This is an optimization exercise on Yosys and OpenROAD, whose aim is small area, a short achievable clock period and few clock cycles, not a production implementation.
Only simulation tests tie the RTL to the original design; equivalence was not proved.
The flow treats the clock pin as an ideal source, which a real chip does not have.
No activity file was given, so power comes from the tool's default toggle rates.

===== flow/design.v =====
package dcache_pkg;
    localparam int ADDR_W     = 16;
    localparam int WORD_W     = 32;
    localparam int STRB_W     = WORD_W / 8;
    localparam int LINE_WORDS = 4;
    localparam int LINE_W     = LINE_WORDS * WORD_W;
    localparam int LINES      = 16;
    localparam int OFFSET_W = $clog2(LINE_W / 8);
    localparam int INDEX_W  = $clog2(LINES);
    localparam int TAG_W    = ADDR_W - INDEX_W - OFFSET_W;
    localparam int LADDR_W  = TAG_W + INDEX_W;
    localparam int WSEL_W   = $clog2(LINE_WORDS);   
    typedef enum logic [1:0] {
        IDLE,
        WRITEBACK,
        REFILL,
        FILL
    } miss_state_t;
endpackage
`timescale 1ns/1ps
`timescale 1ns/1ps
`timescale 1ns/1ps
`timescale 1ns/1ps
`timescale 1ns/1ps
module dcache_top (
    input  logic                           CLK,
    input  logic                           RST,
    input  logic                           req_valid,
    output logic                           req_ready,
    input  logic                           req_write,
    input  logic [dcache_pkg::ADDR_W-1:0]  req_addr,
    input  logic [dcache_pkg::WORD_W-1:0]  req_wdata,
    input  logic [dcache_pkg::STRB_W-1:0]  req_wstrb,
    output logic                           rsp_valid,
    output logic [dcache_pkg::WORD_W-1:0]  rsp_rdata,
    output logic                           l2_req_valid,
    output logic [dcache_pkg::LADDR_W-1:0] l2_req_addr,
    input  logic                           l2_rsp_valid,
    input  logic [dcache_pkg::LINE_W-1:0]  l2_rsp_line,
    output logic                           l2_wb_valid,
    output logic [dcache_pkg::LADDR_W-1:0] l2_wb_addr,
    output logic [dcache_pkg::LINE_W-1:0]  l2_wb_line,
    input  logic                           l2_wb_done
);
    localparam int LINES  = dcache_pkg::LINES;
    localparam int WORDS  = dcache_pkg::LINE_WORDS;
    localparam int STRB_W = dcache_pkg::STRB_W;
    localparam int WORD_W = dcache_pkg::WORD_W;
    localparam int LINE_W = dcache_pkg::LINE_W;
    localparam int TAG_W  = dcache_pkg::TAG_W;
    localparam int IDX_W  = dcache_pkg::INDEX_W;
    localparam int WSEL_W = dcache_pkg::WSEL_W;
    logic [LINE_W-1:0] data_q [LINES];
    logic [TAG_W-1:0]  tag_q  [LINES];
    logic [LINES-1:0]  valid_q;
    logic [LINES-1:0]  dirty_q;
    logic              s1_valid;
    logic              s1_hit;      
    logic              wb_busy;     
    logic              rf_busy;     
    logic              s1_write;
    logic [TAG_W-1:0]  s1_tag;
    logic [IDX_W-1:0]  s1_idx;
    logic [WSEL_W-1:0] s1_word;
    logic [WORD_W-1:0] s1_wdata;
    logic [STRB_W-1:0] s1_wstrb;
    logic [TAG_W-1:0]  s1_vtag;     
    logic [LINE_W-1:0] s1_line;     
    logic [WORDS-1:0]  hit_wsel;    
    logic [WORDS-1:0]  rf_wsel;     
    logic              s1_free;     
    logic              fill;
    logic              s1_done;
    logic              s1_wr_arr;
    logic [LINE_W-1:0] merged;
    logic [TAG_W-1:0]  r_tag;
    logic [IDX_W-1:0]  r_idx;
    logic [WSEL_W-1:0] r_word;
    logic              r_same;
    logic [TAG_W-1:0]  r_vtag;
    logic              r_hit;
    logic              r_vdirty;
    logic [LINE_W-1:0] r_line;
    assign fill      = rf_busy && l2_rsp_valid;
    assign s1_done   = s1_hit || fill;
    assign s1_wr_arr = (s1_hit && s1_write) || fill;
    assign rsp_valid = s1_done;
    assign req_ready = s1_free || fill;
    always_comb begin
        rsp_rdata = '0;
        for (int w = 0; w < WORDS; w++) begin
            rsp_rdata = rsp_rdata | ({WORD_W{hit_wsel[w]}} & s1_line[w*WORD_W +: WORD_W])
                                  | ({WORD_W{rf_wsel[w]}} & l2_rsp_line[w*WORD_W +: WORD_W]);
        end
    end
    assign l2_wb_valid  = wb_busy;
    assign l2_wb_addr   = {s1_vtag, s1_idx};
    assign l2_wb_line   = s1_line;
    assign l2_req_valid = rf_busy;
    assign l2_req_addr  = {s1_tag, s1_idx};
    always_comb begin
        merged = rf_busy ? l2_rsp_line : s1_line;
        for (int b = 0; b < STRB_W; b++) begin
            if (s1_write && s1_wstrb[b]) begin
                merged[s1_word*WORD_W + b*8 +: 8] = s1_wdata[b*8 +: 8];
            end
        end
    end
    assign r_tag  = req_addr[dcache_pkg::ADDR_W-1 -: TAG_W];
    assign r_idx  = req_addr[dcache_pkg::OFFSET_W +: IDX_W];
    assign r_word = req_addr[dcache_pkg::OFFSET_W-1 -: WSEL_W];
    assign r_same = s1_done && (r_idx == s1_idx);
    always_comb begin
        if (r_same) begin
            r_vtag   = s1_tag;
            r_hit    = (s1_tag == r_tag);
            r_vdirty = s1_write || (!rf_busy && dirty_q[r_idx]);
            r_line   = merged;
        end else begin
            r_vtag   = tag_q[r_idx];
            r_hit    = valid_q[r_idx] && (tag_q[r_idx] == r_tag);
            r_vdirty = valid_q[r_idx] && dirty_q[r_idx];
            r_line   = data_q[r_idx];
        end
    end
    always_ff @(posedge CLK) begin
        if (RST) begin
            s1_valid <= 1'b0;
            s1_hit   <= 1'b0;
            s1_free  <= 1'b1;
            wb_busy  <= 1'b0;
            rf_busy  <= 1'b0;
            rf_wsel  <= '0;
            hit_wsel <= '0;
        end else if (req_ready) begin
            s1_valid <= req_valid;
            s1_hit   <= req_valid && r_hit;
            s1_free  <= !req_valid || r_hit;
            wb_busy  <= req_valid && !r_hit && r_vdirty;
            rf_busy  <= req_valid && !r_hit && !r_vdirty;
            for (int w = 0; w < WORDS; w++) begin
                rf_wsel[w]  <= req_valid && !r_hit && !r_vdirty && r_word == w;
                hit_wsel[w] <= req_valid && r_hit && r_word == w;
            end
        end else if (wb_busy && l2_wb_done) begin
            wb_busy <= 1'b0;
            rf_busy <= 1'b1;
            for (int w = 0; w < WORDS; w++) begin
                rf_wsel[w] <= s1_word == w;
            end
        end
    end
    always_ff @(posedge CLK) begin
        if (req_ready) begin
            s1_write <= req_write;
            s1_tag   <= r_tag;
            s1_idx   <= r_idx;
            s1_word  <= r_word;
            s1_wdata <= req_wdata;
            s1_wstrb <= req_wstrb;
            s1_vtag  <= r_vtag;
            s1_line  <= r_line;
        end
    end
    always_ff @(posedge CLK) begin
        for (int i = 0; i < LINES; i++) begin
            if (s1_wr_arr && s1_idx == i) begin
                data_q[i]  <= merged;
                dirty_q[i] <= s1_write;
            end
            if (fill && s1_idx == i) begin
                tag_q[i] <= s1_tag;
            end
        end
    end
    always_ff @(posedge CLK) begin
        if (RST) begin
            valid_q <= '0;
        end else if (fill) begin
            valid_q[s1_idx] <= 1'b1;
        end
    end
endmodule

===== flow/flow/run.sh =====
#!/bin/bash
set -euo pipefail
bash standard.sh "BUFFER_PORTS_ARGS=-buffer_cell sky130_fd_sc_hd__buf_2" finish > flow_make.log 2>&1

===== flow/standard.sh =====
#!/bin/bash
# synth_recipe.tcl (not shown) runs the flow's synth.tcl, then flattens the netlist and writes it again
# the make line also repeats each setting of config.mk as NAME=value (left out here)
make -C /OpenROAD-flow-scripts/flow DESIGN_CONFIG=/design/flow/config.mk WORK_HOME=/design/flow/orfs CLKGATE_MAP_FILE= SYNTH_SCRIPT=/design/flow/synth_recipe.tcl "${@:-finish}"

===== flow/config.mk =====
export PLATFORM = sky130hd
export DESIGN_NAME = dcache_top
export DESIGN_NICKNAME = dcache_top
export VERILOG_FILES = /design/flow/design.v
export SDC_FILE = /design/flow/constraint.sdc
export NUM_CORES = 4
export LEC_CHECK = 0
export CAP_MARGIN = 20
export CORE_MARGIN = 2
export CORE_UTILIZATION = 55
export CTS_CLUSTER_DIAMETER = 80
export CTS_CLUSTER_SIZE = 24
export SETUP_SLACK_MARGIN = 3.3
export SLEW_MARGIN = 20

===== flow/constraint.sdc =====
create_clock -name core_clock -period 6.5 [get_ports {CLK}]
set_input_delay 1.3000 -clock core_clock [delete_from_list [all_inputs] [get_ports {CLK}]]
set_output_delay 1.3000 -clock core_clock [all_outputs]
set_load 0.01 [all_outputs]

==> flow_summary_export.csv, run 1 <==
group,metric,value,unit
run_status,status,"no timing/DRC/antenna violations",
drt,drc,0,
power_and_ir_drop,peakVddDrop,0.241,mV
floorplan,std_cell_rows,149,
drt,finalWirelength,330,mm
worst_setup_path,crit_path_top_delay_cell,"edfxtp_1",
power_and_ir_drop,seqPwrFrac,60.9,%
place,hpwl,167,mm
power_and_ir_drop,powerDensity,287,nW/µm²
floorplan,dieHeight,411,µm
worst_setup_path,cp_max_fo,4,
power_and_ir_drop,netSwitchingPower,0.00740,W
logic_synthesis,synth-seq-area-share,78.9,%
sta,rsz0062_at_grt,"true",
global_routing,met2_usage,57.5,%
floorplan,core_region_area,165000,µm²
floorplan,die_x,411,µm
drt,vias_per_cell,7.19,
sta,fin_crit_sh,57.6,%
logic_synthesis,postSynthCellCount,5442,
sta,finalSetupViolCount,0,
cts,clock_latency,0.80,ns
power_and_ir_drop,pwr-share-comb,10.2,%
drt,route.vias.total,59213,
sta,maxSlewViolCount,0,
logic_synthesis,synth_edf_count,2379,
place,numPortBuffers,371,
power_and_ir_drop,total_power,0.0299,W
global_routing,grt_pass1_vias,54344,
job,maxCapViolations,0,
power_and_ir_drop,clkPwrFrac,28.8,%
worst_setup_path,r2r_cells,6,
cts,cts_tree,"yes",
cts,cts-htree-levels,3,
worst_hold_path,hold_path_class,"flop to flop",
sta,fin_skew,0.0457,ns
cts,numCtsBuffers,120,
worst_setup_path,worstSetupEndpointType,"primary output",
drt,post_drt_wl_per_cell,40.1,µm
drt,initialDrtViolationCount,9648,
final_layout,layout-drive-gt1-share,19.2,%
logic_synthesis,synth_top_area_share,78.3,%
floorplan,start_util,55.4,%
global_routing,grt.total_usage,38.4,%
worst_hold_path,hold_path_end,"valid_q[2]$_SDFFE_PP0P_",
logic_synthesis,yosys-top-cells-area,"edfxtp_1, a22oi_1, a221oi_1, a22o_1, mux2i_1",
sta,tightest_slew,1.17,ns
cts,clk_root_buffer_cell,"clkbuf_16",
cts,clkTransAtPathRegs,0.09,ns
floorplan,ioPinCount,374,
worst_setup_path,path_cells,"a22oi_1 > nand4_1 > buf_2",
drt,final_antenna_net_count,0,
power_and_ir_drop,switching_share,24.7,%
logic_synthesis,synth.largest_area_cell,"edfxtp_1",
worst_hold_path,hold_path_depth,2,
global_routing,grt_overflow_total,0,
global_routing,antenna_found_initial,21,
logic_synthesis,yosysMostFrequentCell,"edfxtp_1",
logic_synthesis,synth_cell_type_count,73,
sta,fin_crit,3.75,ns
logic_synthesis,yosysWarnings,3,
final_layout,area_growth,14.2,%
global_routing,grt_start_max_net_pins,119,
global_routing,busiest_layer,"met2",
drt,dr.pass1.iters,6,
worst_setup_path,rr_endpoint,"data_q[7][45]$_DFFE_PP_",
logic_synthesis,yosys_register_bits,2407,
sta,tns,0,ns
sta,slew_headroom,21.9,%
logic_synthesis,syn_avg_cell_area,16.8,µm²
cts,clockBufferDepth,3,
worst_setup_path,cp-start-kind,"flop",
worst_setup_path,r2r_start,"s1_write$_DFFE_PN_",
logic_synthesis,ys_top_cells_by_count,"edfxtp_1, a22oi_1, nand2_1",
final_layout,fill_cells,11968,
floorplan,fp.dieArea,169000,µm²
sta,whs,0.476,ns
sta,fmaxAchievable,267,MHz
final_layout,nNetsFinal,6182,
worst_setup_path,crit_required,5.20,ns
logic_synthesis,synthFlopType,"edfxtp_1",
worst_setup_path,arrival,2.45,ns
power_and_ir_drop,leakage,33.6,nW
logic_synthesis,async_flop_share,0,%
logic_synthesis,syn_area,91200,µm²
place,finalWeightedCongestion,0.843,
worst_setup_path,ff2ff_setup_slack,3.29,ns
global_routing,grt_pass1_wl,446,mm
final_layout,final_util,63.2,%
worst_setup_path,slowest_delay,0.60,ns
global_routing,grt_use_met1,54.1,%
worst_hold_path,worstHoldStart,"valid_q[2]$_SDFFE_PP0P_",
global_routing,grtUsageMet3,11.1,%
sta,finalHoldViolCount,0,
cts,cts.sinks,2407,
logic_synthesis,syn-num-nets,5638,
power_and_ir_drop,internal_power,0.0225,W
worst_setup_path,critPathKind,"flop to primary output",
cts,cts-hold-fix-buffers,0,
-- critical path: cells and delay by family (launching register included) --
family	cells	cell delay, ns
AOI/OAI and AO/OA	1	0.27
buffers and inverters	1	0.33
DFF	1	0.60
and+or+nand+nor	1	0.46
-- power by group through the flow --
stage               Clock (W)  Sequential (W)  Combinational (W)
floorplan                   0          0.0185            0.00123
detailed placement          0          0.0186            0.00265
finish                0.00862          0.0182            0.00306
global placement            0          0.0186            0.00260
CTS                   0.00863          0.0182            0.00290
global route          0.00912          0.0182            0.00320
-- cell usage in the layout (no fill, tap or decap), types with 10 or more instances in the layout --
| master | n |
|---|---|
| a21oi_1 | 149 |
| a221oi_1 | 214 |
| a22o_1 | 217 |
| a22oi_1 | 545 |
| a22oi_2 | 62 |
| and3_1 | 20 |
| buf_12 | 93 |
| buf_16 | 19 |
| buf_2 | 352 |
| buf_4 | 276 |
| buf_6 | 32 |
| clkbuf_16 | 126 |
| dfxtp_1 | 19 |
| edfxtp_1 | 2379 |
| inv_1 | 15 |
| mux2_2 | 10 |
| mux2i_1 | 141 |
| nand2_1 | 289 |
| nand2b_1 | 12 |
| nand3_1 | 98 |
| nand4_1 | 207 |
| nor2_1 | 188 |
| nor2_4 | 28 |
| o21ai_0 | 117 |
| o21ai_2 | 16 |
| o22ai_1 | 136 |
| xor2_1 | 14 |
-- per-layer routing --
| metal | wire, µm | share of wire, % |
|---|---|---|
| met5 | 129 | 0.039 |
| met4 | 14400 | 4.4 |
| met3 | 47600 | 14 |
| met2 | 146000 | 44 |
| met1 | 122000 | 37 |
-- flip-flops by register name (all words and copies together) (netlist names) --
register  flops
rf_wsel       4
s1_vtag       8
s1_hit        1
rf_busy       1
tag_q       128
data_q     2048
s1_wdata     32
valid_q      16
s1_free       1
wb_busy       1
s1_line     128
dirty_q      16
hit_wsel      4
s1_idx        4
s1_word       2
s1_tag        8
s1_wstrb      4
s1_write      1
-- worst max-delay path by stage --
stage	startpoint	end	slack, ns	depth (start not counted)
2_1_floorplan	l2_rsp_valid	data_q[3][0]$_DFFE_PP_	2.53	4
3_3_place_gp	req_addr[4]	hit_wsel[0]$_SDFFE_PP0N_	1.74	11
3_5_place_dp	req_addr[4]	hit_wsel[0]$_SDFFE_PP0N_	1.75	11
4_1_cts	l2_rsp_line[78]	rsp_rdata[14]	2.85	4
5_1_grt	hit_wsel[2]$_SDFFE_PP0N_	rsp_rdata[31]	2.80	4
6_report	s1_line[2]$_DFFE_PN_	rsp_rdata[2]	2.75	3
-- kinds of logic (layout without fill, tap and decap cells) --
group	Yosys count	in the layout	share of synthesized area [%]
flip-flops	2407	2407	78.9
adder cells (fa/ha/maj)	10	10	0.137
XOR/XNOR	22	22	0.211
AO/OA/AOI/OAI	1526	1526	12.3
AND/OR/NAND/NOR	924	928	4.83
other	0	7	0
multiplexers	163	163	1.94
buffers and inverters	390	985	1.71
-- cell type report --
class                      count  area (µm²)  share of cell area [%]
sequential                  2407       72000                    69.1
multi-input combinational   2649       18700                    18.0
timing repair buffer         789        6950                    6.67
clock buffer                 130        3100                    2.98
tap                         2189        2740                    2.63
clock inverter                47         497                   0.477
inverter                      16        86.3                  0.0829
timing repair inverter         3        43.8                  0.0420
antenna                        7        17.5                  0.0168
-- stage by stage --
step | instance area, µm² | setup slack (ns) | instances
after CTS | 103000 | 2.85 | 8187
after global routing | 104000 | 2.80 | 8232
after global placement | 97300 | 1.74 | 7882
after detailed placement | 97300 | 1.75 | 7883
after floorplan | 91500 | 2.53 | 5442
final | 104000 | 2.75 | 8237
-- timing repair --
item,CTS,global route
pin swaps,77,44
resized for setup,215,78
cloned,15,5
buffers inserted,112,38
endpoints found under the setup margin,874,405
Testbench counts, summed over its fixed seeds: cycles 28,336.
==> run 2, diff against run 1 <==
--- a/flow/config.mk
+++ b/flow/config.mk
@@ -10,4 +10,4 @@
 export CORE_UTILIZATION = 55
-export CTS_CLUSTER_DIAMETER = 80
-export CTS_CLUSTER_SIZE = 24
+export CTS_CLUSTER_DIAMETER = 60
+export CTS_CLUSTER_SIZE = 30
 export SETUP_SLACK_MARGIN = 3.3
==> flow_summary_export.csv, run 2 <==
group,metric,value,unit
sta,tightest_slew,1.18,ns
worst_setup_path,cp_max_fo,3,
cts,clockBufferDepth,3,
floorplan,dieHeight,411,µm
drt,vias_per_cell,7.13,
power_and_ir_drop,netSwitchingPower,0.00821,W
logic_synthesis,syn_avg_cell_area,16.8,µm²
drt,drc,0,
sta,slew_headroom,21.3,%
final_layout,nNetsFinal,6233,
power_and_ir_drop,switching_share,25.7,%
final_layout,largest_register_ffs,2048,
worst_setup_path,critPathKind,"flop to primary output",
floorplan,core_region_area,165000,µm²
worst_hold_path,hold_path_depth,2,
drt,final_antenna_net_count,0,
sta,rsz0062_at_grt,"true",
power_and_ir_drop,powerDensity,301,nW/µm²
worst_setup_path,rr_endpoint,"data_q[7][77]$_DFFE_PP_",
sta,maxSlewViolCount,0,
cts,cts-htree-levels,4,
worst_setup_path,worstSetupEndpointType,"primary output",
logic_synthesis,synth_cell_type_count,73,
worst_setup_path,path_cells,"a22oi_2 > nand4_1 > buf_2",
final_layout,area_growth,16.2,%
worst_setup_path,r2r_cells,6,
global_routing,grt.total_usage,38.7,%
logic_synthesis,synthFlopType,"edfxtp_1",
logic_synthesis,synth.largest_area_cell,"edfxtp_1",
worst_setup_path,crit_path_top_delay_cell,"edfxtp_1",
drt,dr.pass1.iters,5,
sta,tns,0,ns
drt,post_drt_wl_per_cell,39.8,µm
worst_setup_path,cp-start-kind,"flop",
final_layout,top_register,"data_q",
power_and_ir_drop,clkPwrFrac,33.3,%
place,numPortBuffers,371,
cts,clock_latency,0.85,ns
final_layout,final_cell_mix,"edfxtp_1, a22oi_1, buf_2",
sta,finalHoldViolCount,0,
place,finalWeightedCongestion,0.843,
sta,whs,0.471,ns
drt,initialDrtViolationCount,9801,
worst_setup_path,ff2ff_setup_slack,3.30,ns
final_layout,fill_cells,11738,
worst_hold_path,hold_path_class,"flop to flop",
power_and_ir_drop,pwr-share-comb,9.6,%
floorplan,ioPinCount,374,
logic_synthesis,syn-num-nets,5638,
sta,fin_crit_sh,57.7,%
floorplan,start_util,55.4,%
job,maxCapViolations,0,
worst_setup_path,slowest_delay,0.63,ns
power_and_ir_drop,peakVddDrop,0.308,mV
final_layout,layoutNonFillerInstCount,8364,
floorplan,fp.dieArea,169000,µm²
sta,fmaxAchievable,266,MHz
final_layout,final_util,64.3,%
logic_synthesis,synth-seq-area-share,78.9,%
floorplan,std_cell_rows,149,
logic_synthesis,synth_edf_count,2379,
logic_synthesis,yosysWarnings,3,
final_layout,reg_top3,"data_q: 2048 flops, s1_line: 128 flops, tag_q: 128 flops",
logic_synthesis,yosys_register_bits,2407,
run_status,status,"no timing/DRC/antenna violations",
worst_hold_path,hold_path_end,"valid_q[2]$_SDFFE_PP0P_",
floorplan,die_x,411,µm
power_and_ir_drop,leakage,34.5,nW
cts,cts-hold-fix-buffers,0,
logic_synthesis,async_flop_share,0,%
power_and_ir_drop,internal_power,0.0237,W
sta,fin_skew,0.0450,ns
logic_synthesis,synth_top_area_share,78.3,%
place,place_inst,7883,
logic_synthesis,yosysMostFrequentCell,"edfxtp_1",
sta,fin_crit,3.75,ns
power_and_ir_drop,seqPwrFrac,57.2,%
logic_synthesis,yosys-top-cells-area,"edfxtp_1, a22oi_1, a221oi_1, a22o_1, mux2i_1",
drt,finalWirelength,333,mm
worst_setup_path,r2r_start,"s1_write$_DFFE_PN_",
global_routing,grt_pass1_vias,54617,
logic_synthesis,postSynthCellCount,5442,
cts,clk_root_buffer_cell,"clkbuf_16",
final_layout,layout-drive-gt1-share,20.8,%
drt,route.vias.total,59609,
place,hpwl,167,mm
global_routing,antenna_found_initial,33,
global_routing,grt_overflow_total,0,
final_layout,layout_commonest_cell,"edfxtp_1",
worst_hold_path,worstHoldStart,"valid_q[2]$_SDFFE_PP0P_",
global_routing,grt_start_max_net_pins,119,
cts,numCtsBuffers,148,
worst_setup_path,crit_required,5.20,ns
logic_synthesis,ys_top_cells_by_count,"edfxtp_1, a22oi_1, nand2_1",
logic_synthesis,syn_area,91200,µm²
worst_setup_path,arrival,2.45,ns
cts,cts.sinks,2407,
cts,clkTransAtPathRegs,0.08,ns
sta,finalSetupViolCount,0,
cts,cts_tree,"yes",
global_routing,grt_pass1_wl,448,mm
[run 2: cell count changes in the layout (fill, tap and decap cells not counted), moves of 6 or more]
cell       previous run  this run
a22oi_1             545       539
inv_8                 4        12
clkinv_8              6        25
a22oi_2              62        68
buf_6                32        43
clkbuf_16           126       154
inv_6                 8        34
buf_4               276       282
buf_12               93        87
[run 2: worst max-delay path by stage]
stage / start / end / slack, ns / cells after the start
after floorplan: l2_rsp_valid / data_q[3][0]$_DFFE_PP_ / 2.53 / 4
after global placement: req_addr[4] / hit_wsel[0]$_SDFFE_PP0N_ / 1.74 / 11
after detailed placement: req_addr[4] / hit_wsel[0]$_SDFFE_PP0N_ / 1.75 / 11
after CTS: hit_wsel[2]$_SDFFE_PP0N_ / rsp_rdata[14] / 2.82 / 4
after global routing: rf_wsel[1]$_SDFFE_PP0P_ / rsp_rdata[31] / 2.76 / 5
final: s1_line[2]$_DFFE_PN_ / rsp_rdata[2] / 2.75 / 3
[run 2: cell type report]
type                    instances  area, µm²  share of cell area, %
clock inverters               116       1390                   1.31
multi-input cells            2649      18700                   17.6
repair buffers                812       7150                   6.75
inverters                      16       86.3                 0.0814
well taps                    2189       2740                   2.58
repair inverters                3       43.8                 0.0413
clock buffers                 160       3820                   3.61
diodes                         12       30.0                 0.0283
flip-flops and latches       2407      72000                   68.0
[run 2: cell families (layout without fill, tap and decap cells)]
kind of cell / Yosys count / after routing / synth area share, %
xor gates and xnor gates: 22 / 22 / 0.211
AOI/OAI and AO/OA: 1526 / 1526 / 12.3
adders and majority gates: 10 / 10 / 0.137
and+or+nand+nor: 924 / 928 / 4.83
muxes: 163 / 163 / 1.94
DFF: 2407 / 2407 / 78.9
buffers and inverters: 390 / 1107 / 1.71
other: 0 / 12 / 0
[run 2: routing by layer]
metal,share of wire (%),wire (µm),vias up,track usage [%]
met5,0.072,241,-,0
met4,4.3,14500,20,14.6
met3,15,50000,643,12.8
met2,44,147000,4550,57.0
met1,37,122000,30747,54.0
li1,-,-,23649,-
[run 2: power by group through the flow]
stage	logic, W	clock network, W	registers (W)
global route	0.00318	0.0111	0.0182
global placement	0.00260	0	0.0186
detailed placement	0.00265	0	0.0186
floorplan	0.00123	0	0.0185
CTS	0.00289	0.0106	0.0182
finish	0.00305	0.0106	0.0182
[run 2: timing repair]
item / in CTS / in global routing
resized for setup: 184 / 104
setup endpoints to repair: 887 / 447
gates cloned: 15 / 5
pin swaps: 74 / 66
setup buffers: 109 / 63
[run 2: worst max-delay path: cells and delay by family, from the launching register on]
| kind | cells | cell delay [ns] |
|---|---|---|
| flops | 1 | 0.63 |
| simple gates | 1 | 0.43 |
| buf+inv | 1 | 0.32 |
| compound gates | 1 | 0.26 |
[run 2: stage by stage]
stage,power (W),setup slack [ns],area [µm²]
2_1_floorplan,0.0197,2.53,91500
3_3_place_gp,0.0212,1.74,97300
3_5_place_dp,0.0213,1.75,97300
4_1_cts,0.0317,2.82,105000
5_1_grt,0.0326,2.76,106000
6_report,0.0319,2.75,106000
==> run 3, diff against run 2 <==
--- a/flow/config.mk
+++ b/flow/config.mk
@@ -9,5 +9,6 @@
 export CORE_MARGIN = 2
-export CORE_UTILIZATION = 55
-export CTS_CLUSTER_DIAMETER = 60
-export CTS_CLUSTER_SIZE = 30
+export CORE_UTILIZATION = 70
+export CTS_CLUSTER_DIAMETER = 80
+export CTS_CLUSTER_SIZE = 24
+export PLACE_DENSITY = 0.75
 export SETUP_SLACK_MARGIN = 3.3
==> flow_summary_export.csv, run 3 <==
group,metric,value,unit
run_status,status,"no timing/DRC/antenna violations",
drt,post_drt_wl_per_cell,39.8,µm
cts,clock_latency,0.78,ns
worst_setup_path,arrival,2.50,ns
logic_synthesis,yosysWarnings,3,
logic_synthesis,yosys-top-cells-area,"edfxtp_1, a22oi_1, a221oi_1, a22o_1, mux2i_1",
floorplan,die_x,365,µm
drt,drc,0,
worst_setup_path,r2r_start,"s1_idx[0]$_DFFE_PN_",
final_layout,layout-drive-gt1-share,18.1,%
logic_synthesis,syn_area,91200,µm²
sta,tns,0,ns
drt,route.vias.total,60286,
cts,clkTransAtPathRegs,0.08,ns
logic_synthesis,yosysMostFrequentCell,"edfxtp_1",
drt,final_antenna_net_count,0,
power_and_ir_drop,powerDensity,284,nW/µm²
sta,maxSlewViolCount,0,
worst_setup_path,cp-start-kind,"primary input",
place,place_inst,7457,
global_routing,grt_start_max_net_pins,115,
sta,whs,0.472,ns
global_routing,grt_overflow_total,0,
drt,finalWirelength,307,mm
worst_setup_path,ff2ff_setup_slack,3.25,ns
global_routing,antenna_found_initial,31,
floorplan,dieHeight,365,µm
sta,tightest_slew,1.28,ns
cts,clockBufferDepth,3,
logic_synthesis,synthFlopType,"edfxtp_1",
worst_setup_path,crit_required,5.20,ns
sta,finalHoldViolCount,0,
worst_setup_path,startpoint,"l2_rsp_line[17]",
sta,fin_crit,3.80,ns
worst_setup_path,rr_endpoint,"data_q[4][76]$_DFFE_PP_",
drt,initialDrtViolationCount,11607,
cts,cts.sinks,2407,
logic_synthesis,yosys_register_bits,2407,
global_routing,grt.total_usage,45.6,%
final_layout,largest_register_ffs,2048,
logic_synthesis,syn-num-nets,5638,
power_and_ir_drop,peakVddDrop,0.289,mV
logic_synthesis,ys_top_cells_by_count,"edfxtp_1, a22oi_1, nand2_1",
job,maxCapViolations,0,
floorplan,core_region_area,129000,µm²
logic_synthesis,synth_top_area_share,78.3,%
floorplan,fp.dieArea,133000,µm²
final_layout,layout_commonest_cell,"edfxtp_1",
final_layout,top_register,"data_q",
logic_synthesis,async_flop_share,0,%
sta,setup_slack,2.70,ns
final_layout,area_growth,12.3,%
cts,cts-htree-levels,3,
final_layout,final_util,79.1,%
place,dpl_worst_slack,1.47,ns
cts,numCtsBuffers,112,
place,hpwl,159,mm
floorplan,start_util,70.5,%
power_and_ir_drop,leakage,33.0,nW
drt,dr.pass1.iters,8,
sta,fin_crit_sh,58.5,%
place,numPortBuffers,371,
floorplan,ioPinCount,374,
final_layout,final_cell_mix,"edfxtp_1, a22oi_1, buf_2",
place,finalWeightedCongestion,0.893,
cts,cts-hold-fix-buffers,0,
worst_setup_path,worstSetupEndpointType,"primary output",
logic_synthesis,synth-seq-area-share,78.9,%
logic_synthesis,synth_cell_type_count,73,
sta,rsz0062_at_grt,"true",
sta,fin_skew,0.0426,ns
cts,cts_tree,"yes",
final_layout,nNetsFinal,6133,
logic_synthesis,postSynthCellCount,5442,
worst_setup_path,cp_max_fo,2,
cts,clk_root_buffer_cell,"clkbuf_16",
worst_setup_path,critPathKind,"primary input to primary output",
global_routing,grt_pass1_wl,419,mm
logic_synthesis,syn_avg_cell_area,16.8,µm²
drt,vias_per_cell,7.81,
sta,finalSetupViolCount,0,
worst_setup_path,crit_end,"rsp_rdata[17]",
global_routing,grt_pass1_vias,56594,
sta,fmaxAchievable,263,MHz
worst_setup_path,r2r_cells,6,
logic_synthesis,synth.largest_area_cell,"edfxtp_1",
worst_hold_path,hold_path_class,"flop to flop",
floorplan,std_cell_rows,132,
logic_synthesis,synth_edf_count,2379,
sta,slew_headroom,14.6,%
final_layout,layoutNonFillerInstCount,7716,
final_layout,reg_top3,"data_q: 2048 flops, s1_line: 128 flops, tag_q: 128 flops",
run 3: layout make-up:
type	instances	area (µm²)
Tap cell	1742	2180
Clock inverter	14	159
Clock buffer	126	2940
Timing Repair inverter	3	48.8
Timing Repair Buffer	745	6260
Inverter	16	90.1
Antenna cell	11	27.5
Sequential cell	2407	72000
Fill cell	7032	27000
Multi-Input combinational cell	2652	18700
run 3: logic make-up (layout without fill, tap and decap cells):
| kind of cell | count (synthesis) | after routing | share of synthesized area [%] |
|---|---|---|---|
| multiplexers | 163 | 163 | 1.94 |
| flip-flops | 2407 | 2407 | 78.9 |
| AND/OR/NAND/NOR | 924 | 931 | 4.83 |
| AO/OA/AOI/OAI | 1526 | 1526 | 12.3 |
| XOR/XNOR | 22 | 22 | 0.211 |
| adder cells (fa/ha/maj) | 10 | 10 | 0.137 |
| other | 0 | 11 | 0 |
| buffers and inverters | 390 | 904 | 1.71 |
run 3: through the flow:
stage | power (W) | cell area, µm²
finish | 0.0291 | 102000
global route | 0.0296 | 102000
CTS | 0.0288 | 102000
detailed placement | 0.0212 | 96900
global placement | 0.0211 | 96900
floorplan | 0.0197 | 91500
run 3: what timing repair did:
action | 4_1_cts | 5_1_grt
hold endpoints to repair | 0 | 0
pin swaps | 58 | 41
buffers inserted | 57 | 26
setup endpoints to repair | 305 | 240
cloned | 16 | 7
gates resized for setup | 194 | 80
run 3: worst min path at each step:
stage / start / endpoint / slack (ns) / cells past startpoint
after floorplan: s1_hit$_SDFFE_PP0N_ / s1_hit$_SDFFE_PP0N_ / 0.43 / 2
after global placement: valid_q[5]$_SDFFE_PP0P_ / valid_q[5]$_SDFFE_PP0P_ / 0.44 / 2
after detailed placement: s1_hit$_SDFFE_PP0N_ / s1_hit$_SDFFE_PP0N_ / 0.45 / 2
after CTS: s1_hit$_SDFFE_PP0N_ / s1_hit$_SDFFE_PP0N_ / 0.47 / 2
after global routing: valid_q[7]$_SDFFE_PP0P_ / valid_q[7]$_SDFFE_PP0P_ / 0.51 / 2
final: valid_q[3]$_SDFFE_PP0P_ / valid_q[3]$_SDFFE_PP0P_ / 0.47 / 2
run 3: metal layers:
layer | vias to the layer above | share of wire (%) | GRT usage (%)
met5 | - | 0.065 | 0
met4 | 30 | 6.2 | 23.6
met3 | 1174 | 19 | 17.0
met2 | 6222 | 43 | 66.8
met1 | 29592 | 32 | 60.6
li1 | 23268 | - | -
run 3: report_power, final:
part	switching (W)	total, W	internal, W
clock	0.00458	0.00788	0.00330
sequential	0.000365	0.0183	0.0179
combinational	0.00205	0.00294	0.000890
run 3: worst max-delay path, cell delays in order:
cell     delay [ns]
buf_12         0.12
a22oi_2        0.33
nand4_1        0.45
buf_2          0.29
==> run 4, diff against run 3 <==
--- a/flow/design.v
+++ b/flow/design.v
@@ -83,2 +83,3 @@
     logic [LINE_W-1:0] r_line;
+    logic [IDX_W-1:0]  rd_idx;      
     assign fill      = rf_busy && l2_rsp_valid;
@@ -112,2 +113,3 @@
     assign r_same = s1_done && (r_idx == s1_idx);
+    assign rd_idx = req_ready ? r_idx : s1_idx;
     always_comb begin
@@ -122,3 +124,3 @@
             r_vdirty = valid_q[r_idx] && dirty_q[r_idx];
-            r_line   = data_q[r_idx];
+            r_line   = data_q[rd_idx];
         end
@@ -161,4 +163,6 @@
             s1_vtag  <= r_vtag;
-            s1_line  <= r_line;
         end
+    end
+    always_ff @(posedge CLK) begin
+        s1_line <= r_line;
     end
==> flow_summary_export.csv, run 4 <==
group,metric,value,unit
logic_synthesis,yosys_register_bits,2407,
logic_synthesis,postSynthCellCount,5490,
sta,tns,0,ns
global_routing,grt_overflow_total,0,
power_and_ir_drop,netSwitchingPower,0.00875,W
cts,clkTransAtPathRegs,0.10,ns
cts,cts-htree-levels,3,
worst_setup_path,crit_path_top_delay_cell,"nand4_1",
drt,drc,0,
logic_synthesis,yosysWarnings,3,
floorplan,start_util,70.5,%
logic_synthesis,synth.largest_area_cell,"edfxtp_1",
worst_setup_path,startpoint,"l2_rsp_line[11]",
place,hpwl,160,mm
logic_synthesis,synth_cell_type_count,70,
final_layout,layout-drive-gt1-share,17.9,%
logic_synthesis,synth_top_area_share,74.9,%
floorplan,fp.dieArea,132000,µm²
sta,fmaxAchievable,253,MHz
logic_synthesis,yosys-top-cells-area,"edfxtp_1, a22oi_1, dfxtp_1, mux2i_1, o21ai_0",
worst_setup_path,critPathKind,"primary input to primary output",
sta,fin_crit,3.95,ns
floorplan,die_x,363,µm
global_routing,grt_pass1_vias,56579,
logic_synthesis,syn_avg_cell_area,16.4,µm²
sta,fin_skew,0.0340,ns
cts,clk_root_buffer_cell,"clkbuf_16",
logic_synthesis,syn-num-nets,5686,
sta,tightest_slew,1.20,ns
sta,slew_headroom,19.5,%
power_and_ir_drop,switching_share,27.5,%
drt,vias_per_cell,7.88,
floorplan,dieHeight,363,µm
drt,post_drt_wl_per_cell,40.8,µm
power_and_ir_drop,powerDensity,313,nW/µm²
power_and_ir_drop,internal_power,0.0230,W
final_layout,layout_commonest_cell,"edfxtp_1",
floorplan,std_cell_rows,131,
final_layout,stdcell_area,102000,µm²
worst_hold_path,hold_path_end,"valid_q[2]$_SDFFE_PP0P_",
worst_setup_path,r2r_start,"s1_word[0]$_DFFE_PN_",
power_and_ir_drop,seqPwrFrac,60.1,%
worst_setup_path,path_cells,"buf_6 > a22oi_2 > nand4_1 > buf_2",
floorplan,ioPinCount,374,
cts,numCtsBuffers,112,
logic_synthesis,async_flop_share,0,%
cts,clock_latency,0.79,ns
cts,cts.sinks,2407,
global_routing,grt.total_usage,47.1,%
place,place_inst,7392,
drt,finalWirelength,316,mm
worst_setup_path,crit_family,"simple AND/OR/NAND/NOR gates",
final_layout,fill_cells,6767,
place,numPortBuffers,371,
drt,dr.pass1.iters,8,
worst_setup_path,worstSetupEndpointType,"primary output",
global_routing,grt_start_max_net_pins,109,
worst_hold_path,hold_path_depth,2,
final_layout,nNetsFinal,6161,
worst_setup_path,r2r_cells,6,
sta,rsz0062_at_grt,"true",
logic_synthesis,yosysMostFrequentCell,"edfxtp_1",
logic_synthesis,syn_area,90100,µm²
run_status,status,"no timing/DRC/antenna violations",
worst_setup_path,slowest_delay,0.61,ns
worst_setup_path,cp-start-kind,"primary input",
global_routing,antenna_found_initial,28,
logic_synthesis,synthFlopType,"edfxtp_1",
final_layout,area_growth,12.8,%
place,finalWeightedCongestion,0.946,
final_layout,layoutNonFillerInstCount,7739,
final_layout,top_register,"data_q",
worst_hold_path,worstHoldStart,"valid_q[2]$_SDFFE_PP0P_",
drt,final_antenna_net_count,0,
drt,route.vias.total,61015,
worst_setup_path,crit_required,5.20,ns
worst_setup_path,ff2ff_setup_slack,3.27,ns
floorplan,core_region_area,128000,µm²
sta,maxSlewViolCount,0,
global_routing,grt_pass1_wl,427,mm
power_and_ir_drop,leakage,32.4,nW
worst_setup_path,arrival,2.65,ns
place,postPlaceCellArea,95300,µm²
final_layout,final_cell_mix,"edfxtp_1, a22oi_1, buf_2",
power_and_ir_drop,pwr-share-comb,14.6,%
sta,whs,0.471,ns
worst_hold_path,hold_path_class,"flop to flop",
final_layout,reg_top3,"data_q: 2048 flops, s1_line: 128 flops, tag_q: 128 flops",
job,maxCapViolations,0,
power_and_ir_drop,total_power,0.0318,W
sta,finalSetupViolCount,0,
power_and_ir_drop,peakVddDrop,0.262,mV
final_layout,largest_register_ffs,2048,
cts,cts_tree,"yes",
worst_setup_path,path_buf_inv,2,
logic_synthesis,synth-seq-area-share,78.5,%
sta,finalHoldViolCount,0,
logic_synthesis,synth_edf_count,2247,
logic_synthesis,ys_top_cells_by_count,"edfxtp_1, a22oi_1, nand2_1",
drt,initialDrtViolationCount,12159,
sta,fin_crit_sh,60.8,%
power_and_ir_drop,clkPwrFrac,25.3,%
worst_setup_path,rr_endpoint,"s1_line[4]$_DFF_P_",
cts,clockBufferDepth,3,
worst_setup_path,cp_max_fo,2,
==> run 4: cell count changes after synthesis, sizes merged, moves of 110 or more <==
cell	delta
a22oi	+219
a22o	-111
o21ai	+126
edfxtp	-132
a221oi	-110
nor2	-143
dfxtp	+132
==> run 4: how the worst max path moves through the flow <==
| stage | to | slack (ns) | depth (start not counted) |
|---|---|---|---|
| global route | rsp_rdata[11] | 2.64 | 4 |
| floorplan | data_q[12][0]$_DFFE_PP_ | 2.27 | 5 |
| global placement | s1_line[78]$_DFF_P_ | 1.78 | 10 |
| finish | rsp_rdata[11] | 2.55 | 4 |
| detailed placement | rf_wsel[0]$_SDFFE_PP0P_ | 1.68 | 10 |
| CTS | rsp_rdata[11] | 2.77 | 4 |
==> run 4: routing by layer <==
metal | vias to the layer above | GRT usage [%] | wire length [µm]
met5 | - | 2.00 | 391
met4 | 30 | 25.6 | 22200
met3 | 1367 | 20.8 | 62700
met2 | 6700 | 66.4 | 132000
met1 | 29563 | 61.9 | 98400
li1 | 23355 | - | -
==> run 4: layout make-up <==
class	count	area, µm²	area share, %
tap	1662	2080	2.05
sequential	2407	70700	69.6
clock buffer	190	3130	3.08
timing repair inverter	2	20.0	0.0197
antenna	23	57.6	0.0566
clock inverter	13	159	0.156
timing repair buffer	741	6550	6.44
inverter	14	78.8	0.0775
multi-input combinational	2687	18900	18.6
==> run 4: power groups by stage <==
stage	combinational [W]	clock [W]	sequential, W
2_1_floorplan	0.00190	0	0.0191
3_3_place_gp	0.00390	0	0.0193
3_5_place_dp	0.00403	0	0.0193
4_1_cts	0.00428	0.00794	0.0190
5_1_grt	0.00475	0.00848	0.0191
6_report	0.00463	0.00804	0.0191
==> run 4: kinds of logic after synthesis <==
group                      Yosys count  share of synthesized area, %
DFF                               2407                          78.5
buffers and inverters              398                          1.85
muxes                              156                          1.90
adders and majority gates           10                         0.139
xor gates and xnor gates            23                         0.224
and+or+nand+nor                    813                          4.43
AOI/OAI and AO/OA                 1683                          13.0
==> run 4: tightest hold or removal path: stages, from the launching register on <==
cell and delay (ns):
dfxtp_1 0.33, a21oi_1 0.04, nor2_1 0.07
==> run 4: per-stage QoR <==
step | worst slack, ns | utilization, %
2_1_floorplan | 2.27 | -
3_3_place_gp | 1.78 | 74.6
3_5_place_dp | 1.68 | 74.7
4_1_cts | 2.77 | 78.9
5_1_grt | 2.64 | 79.6
6_report | 2.55 | 79.6
==> run 4: repair_timing <==
action	4_1_cts	5_1_grt
setup buffers	67	22
endpoints found under the setup margin	546	208
cloned	20	12
hold endpoints to repair	0	0
hold buffers	0	0
pin swaps	72	36
gates resized for setup	229	93
Testbench counts of run 4, summed over its fixed seeds: cycles 28,336.
==> run 5, diff against run 4 <==
==> flow/flow/run.sh (replaced) <==
#!/bin/bash
set -euo pipefail
B="BUFFER_PORTS_ARGS=-buffer_cell sky130_fd_sc_hd__buf_2"
bash standard.sh "$B" cts > flow_make_cts.log 2>&1
SIZE_RESULTS="$PWD/orfs/results/sky130hd/dcache_top/base" MAX_ITERS=300 \
    openroad -threads "${NUM_CORES:-4}" -no_init -exit flow/size.tcl > flow_size.log 2>&1
bash standard.sh "$B" finish > flow_make_finish.log 2>&1
==> flow/flow/size.tcl (new file) <==
# Greedy gate sizing on the placed, clock-tree-built design: over and over,
# take the worst setup path and try each larger drive strength of each cell on
# it, keeping the single change that raises the worst slack most. Ends when no
# change helps or after MAX_ITERS rounds, then legalizes the placement.
set P $::env(FLOW_HOME)/platforms/sky130hd
set R $::env(SIZE_RESULTS)
read_lef $P/lef/sky130_fd_sc_hd.tlef
read_lef $P/lef/sky130_fd_sc_hd_merged.lef
read_liberty $P/lib/sky130_fd_sc_hd__tt_025C_1v80.lib
read_db $R/4_cts.odb
read_sdc $R/4_cts.sdc
source $P/setRC.tcl
set_propagated_clock [all_clocks]
estimate_parasitics -placement

proc larger_cells {ref} {
  if {![regexp {^(sky130_fd_sc_hd__[a-z0-9]+)_([0-9]+)$} $ref -> fam sz]} { return {} }
  set res {}
  foreach c [get_lib_cells ${fam}_*] {
    set n [get_name $c]
    if {[regexp "^${fam}_(\[0-9\]+)\$" $n -> s2] && $s2 > $sz} { lappend res $n }
  }
  return $res
}

set max_iters $::env(MAX_ITERS)
set start [sta::worst_slack -max]
puts "start worst slack $start"
for {set it 0} {$it < $max_iters} {incr it} {
  set wns [sta::worst_slack -max]
  set p [lindex [find_timing_paths -sort_by_slack -group_path_count 1] 0]
  set insts {}
  foreach pt [get_property $p points] {
    set pin [get_property $pt pin]
    set iterm [sta::sta_to_db_pin $pin]
    if {$iterm eq "NULL" || $iterm eq ""} { continue }
    set inst [[$iterm getInst] getName]
    if {[lsearch -exact $insts $inst] < 0} { lappend insts $inst }
  }
  set best_s $wns
  set best_i ""
  set best_c ""
  foreach inst $insts {
    set cell [get_cells $inst]
    set ref [get_property $cell ref_name]
    foreach cand [larger_cells $ref] {
      replace_cell $cell $cand
      estimate_parasitics -placement
      set s [sta::worst_slack -max]
      if {$s > $best_s + 0.0005} { set best_s $s; set best_i $inst; set best_c $cand }
      replace_cell $cell $ref
    }
    estimate_parasitics -placement
  }
  if {$best_i eq ""} { puts "iter $it: no sizing helps at $wns"; break }
  replace_cell [get_cells $best_i] $best_c
  estimate_parasitics -placement
  puts "iter $it: $best_i -> $best_c, worst slack $wns -> $best_s"
}
puts "end worst slack [sta::worst_slack -max]"
report_design_area
detailed_placement
check_placement
estimate_parasitics -placement
puts "after legalizing worst slack [sta::worst_slack -max]"
write_db $R/4_cts.odb
==> flow_summary_export.csv, run 5 <==
group,metric,value,unit
power_and_ir_drop,internal_power,0.0230,W
global_routing,grt_start_max_net_pins,109,
global_routing,grt_pass1_wl,427,mm
worst_setup_path,ff2ff_setup_slack,3.27,ns
sta,maxSlewViolCount,0,
logic_synthesis,synthFlopType,"edfxtp_1",
floorplan,dieHeight,363,µm
job,maxCapViolations,0,
logic_synthesis,async_flop_share,0,%
cts,cts-htree-levels,3,
worst_setup_path,cp-start-kind,"primary input",
drt,initialDrtViolationCount,11720,
floorplan,fp.dieArea,132000,µm²
cts,numCtsBuffers,112,
global_routing,grt.total_usage,47.1,%
worst_setup_path,r2r_start,"s1_word[0]$_DFFE_PN_",
power_and_ir_drop,total_power,0.0317,W
logic_synthesis,synth_cell_type_count,70,
floorplan,std_cell_rows,131,
logic_synthesis,postSynthCellCount,5490,
worst_setup_path,startpoint,"l2_rsp_line[11]",
drt,post_drt_wl_per_cell,40.5,µm
global_routing,antenna_found_initial,27,
logic_synthesis,yosysWarnings,3,
power_and_ir_drop,clkPwrFrac,25.3,%
worst_setup_path,r2r_cells,7,
sta,fin_crit,3.94,ns
power_and_ir_drop,seqPwrFrac,60.3,%
cts,clockBufferDepth,3,
floorplan,ioPinCount,374,
worst_setup_path,arrival,2.64,ns
place,numPortBuffers,371,
drt,drc,0,
final_layout,area_growth,12.5,%
final_layout,layoutNonFillerInstCount,7710,
final_layout,reg_top3,"data_q: 2048 flops, s1_line: 128 flops, tag_q: 128 flops",
sta,slew_headroom,18.2,%
logic_synthesis,synth_adder_area_share,0.139,%
logic_synthesis,syn_avg_cell_area,16.4,µm²
floorplan,die_x,363,µm
logic_synthesis,synth_edf_count,2247,
sta,finalHoldViolCount,0,
sta,fmaxAchievable,254,MHz
power_and_ir_drop,netSwitchingPower,0.00869,W
logic_synthesis,synth_top_family_by_area,"compound AO/OA/AOI/OAI gates",
sta,rsz0062_at_grt,"true",
power_and_ir_drop,powerDensity,313,nW/µm²
logic_synthesis,synth.largest_area_cell,"edfxtp_1",
power_and_ir_drop,pwr-share-comb,14.4,%
drt,vias_per_cell,7.83,
sta,tns,0,ns
cts,clock_latency,0.78,ns
logic_synthesis,synthXorXnorAreaFrac,0.224,%
final_layout,stdcell_area,101000,µm²
final_layout,layout_commonest_cell,"edfxtp_1",
logic_synthesis,yosys-top-cells-area,"edfxtp_1, a22oi_1, dfxtp_1, mux2i_1, o21ai_0",
logic_synthesis,ys_top_cells_by_count,"edfxtp_1, a22oi_1, nand2_1",
logic_synthesis,synth-seq-area-share,78.5,%
worst_setup_path,crit_end,"rsp_rdata[11]",
worst_setup_path,critPathKind,"primary input to primary output",
cts,clkTransAtPathRegs,0.10,ns
final_layout,nNetsFinal,6139,
drt,final_antenna_net_count,0,
cts,cts.sinks,2407,
cts,clk_root_buffer_cell,"clkbuf_16",
global_routing,grt_overflow_total,0,
logic_synthesis,syn_area,90100,µm²
sta,fin_crit_sh,60.6,%
drt,finalWirelength,312,mm
logic_synthesis,synthSimpleGateAreaFrac,4.43,%
logic_synthesis,synth_compound_area_share,13.0,%
place,dpl_worst_slack,1.68,ns
final_layout,layout-drive-gt1-share,17.4,%
worst_setup_path,cp_max_fo,4,
sta,fin_skew,0.0443,ns
drt,route.vias.total,60373,
logic_synthesis,synthMuxAreaShare,1.90,%
final_layout,final_cell_mix,"edfxtp_1, a22oi_1, buf_2",
logic_synthesis,syn-num-nets,5686,
worst_setup_path,crit_required,5.20,ns
floorplan,start_util,70.5,%
worst_hold_path,hold_path_class,"flop to flop",
run_status,status,"no timing/DRC/antenna violations",
place,place_inst,7392,
cts,cts_tree,"yes",
drt,dr.pass1.iters,11,
logic_synthesis,yosys_register_bits,2407,
final_layout,largest_register_ffs,2048,
place,hpwl,160,mm
place,finalWeightedCongestion,0.946,
floorplan,core_region_area,128000,µm²
global_routing,grt_pass1_vias,56558,
power_and_ir_drop,leakage,32.2,nW
worst_setup_path,rr_endpoint,"s1_line[20]$_DFF_P_",
sta,setup_slack,2.56,ns
power_and_ir_drop,peakVddDrop,0.262,mV
sta,finalSetupViolCount,0,
place,postPlaceCellArea,95300,µm²
power_and_ir_drop,switching_share,27.4,%
logic_synthesis,synth_top_area_share,74.9,%
worst_setup_path,worstSetupEndpointType,"primary output",
logic_synthesis,yosysMostFrequentCell,"edfxtp_1",
sta,tightest_slew,1.22,ns
final_layout,top_register,"data_q",
-- run 5: kinds of logic after synthesis --
kind of cell / after synthesis
fa+ha+maj: 10
flops: 2407
buf+inv: 398
simple gates: 813
compound gates: 1683
mux: 156
xor+xnor: 23
-- run 5: power by group through the flow --
| stage | Sequential [W] | Combinational, W | Clock (W) |
|---|---|---|---|
| floorplan | 0.0191 | 0.00190 | 0 |
| global placement | 0.0193 | 0.00390 | 0 |
| detailed placement | 0.0193 | 0.00403 | 0 |
| CTS | 0.0190 | 0.00428 | 0.00794 |
| global route | 0.0191 | 0.00472 | 0.00847 |
| finish | 0.0191 | 0.00458 | 0.00801 |
-- run 5: metrics by stage --
stage,hold WS (ns),util (%)
floorplan,0.431,-
global placement,0.444,74.6
detailed placement,0.454,74.7
CTS,0.476,78.9
global route,0.498,79.3
finish,0.479,79.3
-- run 5: worst min-delay path by stage --
stage | start | endpoint | slack [ns] | cells past startpoint
floorplan | valid_q[10]$_SDFFE_PP0P_ | valid_q[10]$_SDFFE_PP0P_ | 0.43 | 2
global placement | valid_q[10]$_SDFFE_PP0P_ | valid_q[10]$_SDFFE_PP0P_ | 0.44 | 2
detailed placement | valid_q[2]$_SDFFE_PP0P_ | valid_q[2]$_SDFFE_PP0P_ | 0.45 | 2
CTS | valid_q[2]$_SDFFE_PP0P_ | valid_q[2]$_SDFFE_PP0P_ | 0.48 | 2
global route | valid_q[9]$_SDFFE_PP0P_ | valid_q[9]$_SDFFE_PP0P_ | 0.50 | 2
finish | valid_q[9]$_SDFFE_PP0P_ | valid_q[9]$_SDFFE_PP0P_ | 0.48 | 2
-- run 5: final cells by class --
class / instances / area (µm²)
diodes: 16 / 40.0
clock inverters: 13 / 159
multi-input cells: 2687 / 18800
clock buffers: 190 / 3130
repair inverters: 1 / 11.3
repair buffers: 720 / 6270
flip-flops and latches: 2407 / 70700
inverters: 14 / 82.6
well taps: 1662 / 2080
fillers: 6816 / 26400
-- run 5: metal layers --
metal | global-route usage, % | share of wire [%] | up-vias
met1 | 62.0 | 31 | 29295
met2 | 66.6 | 42 | 6500
met5 | 2.15 | 0.13 | -
met3 | 20.6 | 20 | 1262
li1 | - | - | 23290
met4 | 25.4 | 6.7 | 26
-- run 5: repair_timing --
action | CTS | global route
hold buffers | 0 | 0
gates cloned | 20 | 6
setup endpoints to repair | 546 | 180
pin swaps | 72 | 43
resized for setup | 229 | 50
setup buffers | 67 | 6
-- run 5: worst max-delay path: stages --
cell	delay [ns]
buf_6	0.10
a22oi_4	0.21
nand4_1	0.63
buf_2	0.39

re-timing with driven ports:
No port has a modelled driver above. Below, the same layouts with a new extraction and two added sets of constraints.
Step 1, drivers: a clkbuf_16 drives CLK and a buf_2 each remaining input, both assumed.
Step 2, shift: input delay + t, output delay - t, t = (earliest + latest rising clock arrival at the registers) / 2. This alone moves slack from input paths to output paths.
a / b / c = ideal ports / drivers / drivers and shift; a / b = the first two.
run | t, ns | slack for setup (ns) | worst setup path after step 2 | slew at the worst register clock pin (ns) | worst slew at a driven data input, ns
run 1 | 0.859 | 2.754 / 2.667 / 2.438 | input to register | 0.10 / 0.10 | 0.29
run 2 | 0.903 | 2.748 / 2.663 / 2.402 | input to register | 0.11 / 0.11 | 0.26
run 3 | 0.839 | 2.696 / 2.615 / 2.451 | input to register | 0.10 / 0.10 | 0.23
run 4 | 0.857 | 2.551 / 2.404 / 2.368 | input to register | 0.10 / 0.10 | 0.32
run 5 | 0.849 | 2.558 / 2.409 / 2.322 | input to register | 0.10 / 0.10 | 0.32
After both steps every run listed still meets setup and hold. For run 2, which loses most, drivers alone change the setup slack by -0.085 ns; drivers and shift together by -0.346 ns.
